This is an optimization exercise on Yosys and OpenROAD, whose aim is small area, a short achievable clock period and few clock cycles per item, not a production implementation. Function was checked by simulation only, so behaviour that the tests miss may differ from the original. No activity file was given, so power comes from the tool's default toggle rates.

==> 02-24: inputs <==
==> flow/design.v <==
module rnsd_addsub (
   input  logic [35:0] x,
   input  logic [35:0] y,
   input  logic        sub,
   input  logic [3:0]  k,     
   input  logic [3:0]  rm,    
   output logic [35:0] z,
   output logic        co     
);
   logic [35:0] yb, yo;
   logic [36:0] s;
   logic [8:0]  c;
   always_comb begin
      for (int i = 0; i < 9; i++) begin
         yb[4*i +: 4] = y[4*i +: 4] + k;
      end
   end
   assign yo = sub ? ~y : yb;
   assign s  = {1'b0, x} + {1'b0, yo} + {36'd0, sub};
   assign co = s[36];
   always_comb begin
      for (int i = 0; i < 8; i++) begin
         c[i] = s[4*i+4] ^ x[4*i+4] ^ yo[4*i+4];
      end
      c[8] = s[36];
      for (int i = 0; i < 9; i++) begin
         z[4*i +: 4] = s[4*i +: 4] + (c[i] ? 4'd0 : rm);
      end
   end
endmodule
module radix_n_signed_digit_alu_unit (
   input  logic        clock,
   input  logic        reset,
   input  logic        start,
   output logic        busy,
   input  logic [67:0] req_data,
   output logic        rsp_valid,
   output logic [67:0] rsp_data,
   input  logic        csr_we,
   input  logic [4:0]  csr_wdata
);
   localparam logic [1:0] ST_OK           = 2'd0;
   localparam logic [1:0] ST_OVERFLOW     = 2'd1;
   localparam logic [1:0] ST_ZERO_BY_ZERO = 2'd2;
   localparam logic [1:0] ST_DIV_BY_ZERO  = 2'd3;
   localparam logic [2:0] S_IDLE = 3'd0;
   localparam logic [2:0] S_AS   = 3'd1;    
   localparam logic [2:0] S_SET  = 3'd2;    
   localparam logic [2:0] S_DIG  = 3'd3;    
   localparam logic [2:0] S_FIX1 = 3'd4;    
   localparam logic [2:0] S_FIX2 = 3'd5;    
   logic [4:0] radix_ff;
   logic [3:0] rmax_ff;    
   logic [3:0] k_ff;       
   logic [1:0] tb_ff;      
   logic [4:0] csr_r;
   assign csr_r = (csr_wdata < 5'd2) ? 5'd2 : (csr_wdata > 5'd16) ? 5'd16 : csr_wdata;
   always_ff @(posedge clock) begin
      if (reset) begin
         radix_ff <= 5'd10;
         rmax_ff  <= 4'd9;
         k_ff     <= 4'd6;
         tb_ff    <= 2'd3;
      end else if (csr_we) begin
         radix_ff <= csr_r;
         rmax_ff  <= 4'(csr_r - 5'd1);
         k_ff     <= 4'(5'd16 - csr_r);
         tb_ff    <= (csr_r > 5'd8) ? 2'd3 : (csr_r > 5'd4) ? 2'd2 : (csr_r > 5'd2) ? 2'd1 : 2'd0;
      end
   end
   logic [2:0]  st_ff;
   logic [1:0]  act_ff;
   logic        na_ff, nb_ff, anz_ff, bnz_ff, ge_ff, eq_ff;
   logic [31:0] a_ff, b_ff;
   logic [35:0] w_ff, m2_ff, m4_ff, m8_ff;
   logic        ov4_ff, ov8_ff, ovf_ff;
   logic [3:0]  cnt_ff;
   logic [1:0]  sp_ff;      
   logic        first_ff;   
   logic        fc_ff;      
   logic [1:0]  kb_ff;      
   logic [3:0]  qd_ff;      
   logic        rsp_valid_ff, rsp_div_ff, neg_ff;
   logic [1:0]  status_ff;
   assign busy = !((st_ff == S_IDLE) || (st_ff == S_AS));
   logic acc;
   assign acc = start && !busy;
   logic [31:0] a_in, b_in;
   always_comb begin
      for (int i = 0; i < 8; i++) begin
         a_in[4*i +: 4] = (req_data[33+4*i +: 4] > rmax_ff) ? rmax_ff : req_data[33+4*i +: 4];
         b_in[4*i +: 4] = (req_data[4*i +: 4] > rmax_ff) ? rmax_ff : req_data[4*i +: 4];
      end
   end
   logic is_div, is_mul;
   assign is_div = act_ff[0];    
   assign is_mul = !act_ff[0];
   logic [3:0]  at;
   logic [35:0] w9;
   assign at = a_ff[31:28];
   assign w9 = {w_ff[31:0], is_div ? at : 4'd0};
   logic eff_sub, sbn;
   assign sbn     = nb_ff ^ act_ff[0];
   assign eff_sub = na_ff ^ sbn;
   logic [3:0] mbits;
   logic [1:0] mk;
   logic [3:0] mrest;
   assign mbits = fc_ff ? at : qd_ff;
   always_comb begin
      mk = 2'd0;
      if (mbits[3]) mk = 2'd3;
      else if (mbits[2]) mk = 2'd2;
      else if (mbits[1]) mk = 2'd1;
      mrest = mbits;
      mrest[mk] = 1'b0;
   end
   logic [1:0] kk;
   assign kk = is_div ? (fc_ff ? tb_ff : kb_ff) : mk;
   logic [35:0] mult;
   logic        mult_ov;
   always_comb begin
      case (kk)
         2'd3:    begin mult = m8_ff;          mult_ov = ov8_ff; end
         2'd2:    begin mult = m4_ff;          mult_ov = ov4_ff; end
         2'd1:    begin mult = m2_ff;          mult_ov = 1'b0;   end
         default: begin mult = {4'd0, b_ff};   mult_ov = 1'b0;   end
      endcase
   end
   logic [35:0] xd, x, y, z;
   logic        s, co;
   assign xd = fc_ff ? w9 : w_ff;
   always_comb begin
      x = xd;
      y = mult;
      s = is_div;
      case (st_ff)
         S_AS: begin
            x = ge_ff ? {4'd0, a_ff} : {4'd0, b_ff};
            y = ge_ff ? {4'd0, b_ff} : {4'd0, a_ff};
            s = eff_sub;
         end
         S_SET: begin
            case (sp_ff)
               2'd0:    begin x = {4'd0, b_ff}; y = {4'd0, b_ff}; end
               2'd1:    begin x = m2_ff; y = m2_ff; end
               default: begin x = m4_ff; y = m4_ff; end
            endcase
            s = 1'b0;
         end
         S_FIX1: begin
            x = {4'd0, a_ff};
            y = 36'd1;
            s = 1'b0;
         end
         S_FIX2: begin
            x = {4'd0, b_ff};
            y = w_ff;
            s = 1'b1;
         end
         default: ;
      endcase
   end
   rnsd_addsub u_add (.x(x), .y(y), .sub(s), .k(k_ff), .rm(radix_ff[3:0]), .z(z), .co(co));
   logic        take;
   logic [35:0] wn;
   logic        ovf_step;
   assign take     = is_div ? (co && !mult_ov) : (mbits != 4'd0);
   assign wn       = take ? z : xd;
   assign ovf_step = (take && (co || mult_ov)) || (wn[35:32] != 4'd0);
   logic [35:0] w9c;
   logic        lt_b;
   assign w9c  = first_ff ? {32'd0, at} : w9;
   assign lt_b = (w9c < {4'd0, b_ff});
   function automatic logic [3:0] lead_zeros(logic [31:0] v);
      logic [3:0] n;
      n = 4'd8;
      for (int i = 0; i < 8; i++) begin
         if (v[4*i +: 4] != 4'd0) n = 4'(7 - i);
      end
      lead_zeros = n;
   endfunction
   logic [4:0] lz_sum;
   assign lz_sum = {1'b0, lead_zeros(a_ff)} + {1'b0, lead_zeros(b_ff)};
   logic w_zero, top2_zero, top1_zero;
   assign w_zero    = first_ff || (w_ff == 36'd0);
   assign top2_zero = (a_ff[31:24] == 8'd0);
   assign top1_zero = (a_ff[31:28] == 4'd0);
   logic [3:0] qd_now;
   always_comb begin
      qd_now = fc_ff ? 4'd0 : qd_ff;
      qd_now[kk] = take;
   end
   logic done_mul;    
   logic        pre_shift2, pre_shift1;
   assign pre_shift2 = w_zero && top2_zero && (cnt_ff >= 4'd2);
   assign pre_shift1 = (w_zero && top1_zero) || (is_div && lt_b);
   always_ff @(posedge clock) begin
      if (reset) begin
         st_ff        <= S_IDLE;
         rsp_valid_ff <= 1'b0;
      end else begin
         rsp_valid_ff <= 1'b0;
         case (st_ff)
            S_AS: begin
               w_ff <= z;
               if (!eff_sub)
      begin 
         rsp_valid_ff <= 1'b1; 
         rsp_div_ff   <= (1'b0); 
         status_ff    <= ((z[35:32] != 4'd0) ? ST_OVERFLOW : ST_OK); 
         neg_ff       <= (na_ff); 
         st_ff        <= S_IDLE; 
      end
               else if (ge_ff)
      begin 
         rsp_valid_ff <= 1'b1; 
         rsp_div_ff   <= (1'b0); 
         status_ff    <= (ST_OK); 
         neg_ff       <= (na_ff && !eq_ff); 
         st_ff        <= S_IDLE; 
      end
               else
      begin 
         rsp_valid_ff <= 1'b1; 
         rsp_div_ff   <= (1'b0); 
         status_ff    <= (ST_OK); 
         neg_ff       <= (sbn); 
         st_ff        <= S_IDLE; 
      end
            end
            S_SET: begin
               case (sp_ff)
                  2'd0: m2_ff <= z;
                  2'd1: begin m4_ff <= z; ov4_ff <= co; end
                  default: begin m8_ff <= z; ov8_ff <= co || ov4_ff; end
               endcase
               sp_ff    <= sp_ff + 2'd1;
               first_ff <= 1'b0;
               if (first_ff) begin
                  ovf_ff <= 1'b0;
                  ov4_ff <= 1'b1;
                  ov8_ff <= 1'b1;
                  w_ff   <= '0;
                  cnt_ff <= 4'd8;
               end
               if (first_ff && (!anz_ff || !bnz_ff || (is_mul && (lz_sum <= 5'd6)))) begin
                  if (is_div && !bnz_ff)
      begin 
         rsp_valid_ff <= 1'b1; 
         rsp_div_ff   <= (1'b1); 
         status_ff    <= (anz_ff ? ST_DIV_BY_ZERO : ST_ZERO_BY_ZERO); 
         neg_ff       <= (1'b0); 
         st_ff        <= S_IDLE; 
      end
                  else if (is_mul && anz_ff && bnz_ff)
      begin 
         rsp_valid_ff <= 1'b1; 
         rsp_div_ff   <= (1'b0); 
         status_ff    <= (ST_OVERFLOW); 
         neg_ff       <= (1'b0); 
         st_ff        <= S_IDLE; 
      end
                  else
      begin 
         rsp_valid_ff <= 1'b1; 
         rsp_div_ff   <= (is_div); 
         status_ff    <= (ST_OK); 
         neg_ff       <= (1'b0); 
         st_ff        <= S_IDLE; 
      end
               end else begin
                  if (pre_shift2) begin
                     a_ff   <= {a_ff[23:0], 8'd0};
                     cnt_ff <= (first_ff ? 4'd8 : cnt_ff) - 4'd2;
                  end else if (pre_shift1) begin
                     a_ff   <= {a_ff[27:0], 4'd0};
                     w_ff   <= w9c;
                     cnt_ff <= (first_ff ? 4'd8 : cnt_ff) - 4'd1;
                  end
                  if (sp_ff + 2'd1 >= tb_ff) begin
                     st_ff <= S_DIG;
                     fc_ff <= 1'b1;
                  end
               end
            end
            S_DIG: begin
               if (ovf_ff) begin
      begin 
         rsp_valid_ff <= 1'b1; 
         rsp_div_ff   <= (1'b0); 
         status_ff    <= (ST_OVERFLOW); 
         neg_ff       <= (1'b0); 
         st_ff        <= S_IDLE; 
      end
               end else if (fc_ff && w_zero && top2_zero && (cnt_ff >= 4'd2)) begin
                  a_ff   <= {a_ff[23:0], 8'd0};
                  cnt_ff <= cnt_ff - 4'd2;
                  if (cnt_ff == 4'd2) begin
                     if (is_div && na_ff) st_ff <= S_FIX1;    
                     else 
      begin 
         rsp_valid_ff <= 1'b1; 
         rsp_div_ff   <= (is_div); 
         status_ff    <= (ST_OK); 
         neg_ff       <= (na_ff ^ nb_ff); 
         st_ff        <= S_IDLE; 
      end
                  end
               end else begin
                  logic ddone;
                  logic [3:0] qfin;
                  if (is_div) begin
                     if (fc_ff && lt_b) begin
                        ddone = 1'b1;
                        qfin  = 4'd0;
                        w_ff  <= w9;
                     end else begin
                        ddone = (kk == 2'd0);
                        qfin  = qd_now;
                        w_ff  <= wn;
                        qd_ff <= qd_now;
                        kb_ff <= kk - 2'd1;
                     end
                  end else begin
                     ddone  = (mrest == 4'd0);
                     qfin   = 4'd0;
                     w_ff   <= wn;
                     qd_ff  <= mrest;
                     ovf_ff <= ovf_step;
                  end
                  fc_ff <= ddone;
                  if (ddone) begin
                     a_ff   <= {a_ff[27:0], qfin};
                     cnt_ff <= cnt_ff - 4'd1;
                     if (cnt_ff == 4'd1) begin
                        if (is_div && na_ff) st_ff <= S_FIX1;
                        else 
      begin 
         rsp_valid_ff <= 1'b1; 
         rsp_div_ff   <= (is_div); 
         status_ff    <= ((is_mul && ovf_step) ? ST_OVERFLOW : ST_OK); 
         neg_ff       <= (na_ff ^ nb_ff); 
         st_ff        <= S_IDLE; 
      end
                     end
                  end
               end
            end
            S_FIX1: begin
               if (w_zero) begin
      begin 
         rsp_valid_ff <= 1'b1; 
         rsp_div_ff   <= (1'b1); 
         status_ff    <= (ST_OK); 
         neg_ff       <= (na_ff ^ nb_ff); 
         st_ff        <= S_IDLE; 
      end
               end else begin
                  a_ff  <= z[31:0];
                  st_ff <= S_FIX2;
               end
            end
            S_FIX2: begin
               w_ff <= z;
      begin 
         rsp_valid_ff <= 1'b1; 
         rsp_div_ff   <= (1'b1); 
         status_ff    <= (ST_OK); 
         neg_ff       <= (na_ff ^ nb_ff); 
         st_ff        <= S_IDLE; 
      end
            end
            default: begin
               st_ff <= S_IDLE;
            end
         endcase
         if (acc) begin
            act_ff   <= req_data[67:66];
            a_ff     <= a_in;
            b_ff     <= b_in;
            ge_ff    <= (a_in >= b_in);
            eq_ff    <= (a_in == b_in);
            anz_ff   <= (req_data[64:33] != 32'd0);
            bnz_ff   <= (req_data[31:0] != 32'd0);
            na_ff    <= req_data[65] && (req_data[64:33] != 32'd0);
            nb_ff    <= req_data[32] && (req_data[31:0] != 32'd0);
            st_ff    <= req_data[67] ? S_SET : S_AS;
            sp_ff    <= 2'd0;
            first_ff <= 1'b1;
         end
      end
   end
   logic st_ok;
   assign st_ok     = (status_ff == ST_OK);
   assign rsp_valid = rsp_valid_ff;
   assign rsp_data  = {neg_ff && st_ok && (!rsp_div_ff || (a_ff != 32'd0)),
                       st_ok ? (rsp_div_ff ? a_ff : w_ff[31:0]) : 32'd0,
                       1'b0,
                       (st_ok && rsp_div_ff) ? w_ff[31:0] : 32'd0,
                       status_ff};
endmodule
==> flow/run.sh <==
#!/bin/bash
# synth_recipe.tcl (not shown) runs the flow's synth.tcl, then flattens the netlist and writes it again
# the make line also repeats each setting of config.mk as NAME=value (left out here)
make -C /OpenROAD-flow-scripts/flow DESIGN_CONFIG=/design/flow/config.mk WORK_HOME=/design/flow/orfs CLKGATE_MAP_FILE= SYNTH_SCRIPT=/design/flow/synth_recipe.tcl finish
==> flow/config.mk <==
export PLATFORM = sky130hd
export DESIGN_NAME = radix_n_signed_digit_alu_unit
export DESIGN_NICKNAME = radix_n_signed_digit_alu_unit
export VERILOG_FILES = /design/flow/design.v
export SDC_FILE = /design/flow/constraint.sdc
export NUM_CORES = 4
export LEC_CHECK = 0
export CAP_MARGIN = 20
export CORE_MARGIN = 2
export CORE_UTILIZATION = 40
export SLEW_MARGIN = 20
==> flow/constraint.sdc <==
create_clock -name core_clock -period 10.5 [get_ports {clock}]
set_input_delay 2.1000 -clock core_clock [delete_from_list [all_inputs] [get_ports {clock}]]
set_output_delay 2.1000 -clock core_clock [all_outputs]
set_load 0.01 [all_outputs]
==> inputs of 02-25, as changes to 02-24 <==
Settings changed: SETUP_SLACK_MARGIN set to 5, TNS_END_PERCENT set to 100.
==> out/metrics.yaml <==
run_status:
  status: "timing/DRC/antenna clean"
grt:
  antenna_found_initial: 2
  grt_use_met2_pct: 52.3
clock_tree:
  clock_latency_ns: 0.57
sta:
  final.min_clock_period_ns: 7.49
  skew_ns: 0.0266
worst_setup_path:
  cp_slowest_stage_delay_ns: 0.57
pwr:
  powerSeq_uw: 1670
-- figures above: 02-25

==> out/metrics.yaml <==
grt:
  grt_use_met2_pct: 50.2
  antenna_found_initial: 1
sta:
  final.min_clock_period_ns: 9.66
  skew_ns: 0.0406
clock_tree:
  clock_latency_ns: 0.62
worst_setup_path:
  cp_slowest_stage_delay_ns: 0.69
run_status:
  status: "timing/DRC/antenna clean"
-- figures above: 02-24

Testbench counts of 02-24, summed over its fixed seeds: cycles 14,374, items 2,880.
Testbench counts of 02-25, summed over its fixed seeds: cycles 14,374, items 2,880.

-- afterwards: timing with drivers on the ports --
No port has a modelled driver above. Below, the same layouts with a new extraction and two added sets of constraints. Step 1, drivers: a clkbuf_16 drives clock and a buf_2 each remaining input, both assumed. Step 2 also shifts input and output timing later by t, the mid clock arrival at the registers, as if the neighbouring blocks saw the same clock. Three values: no drivers, after step 1, after step 2; two values: the first two.
| run | t, ns | slack for setup (ns) | worst setup path at the end |
|---|---|---|---|
| 02-24 | 0.667 | 0.839 / 0.839 / 0.839 | register to register |
| 02-25 | 0.617 | 3.008 / 3.008 / 3.008 | register to register |
After both steps setup and hold are still met in every run listed.
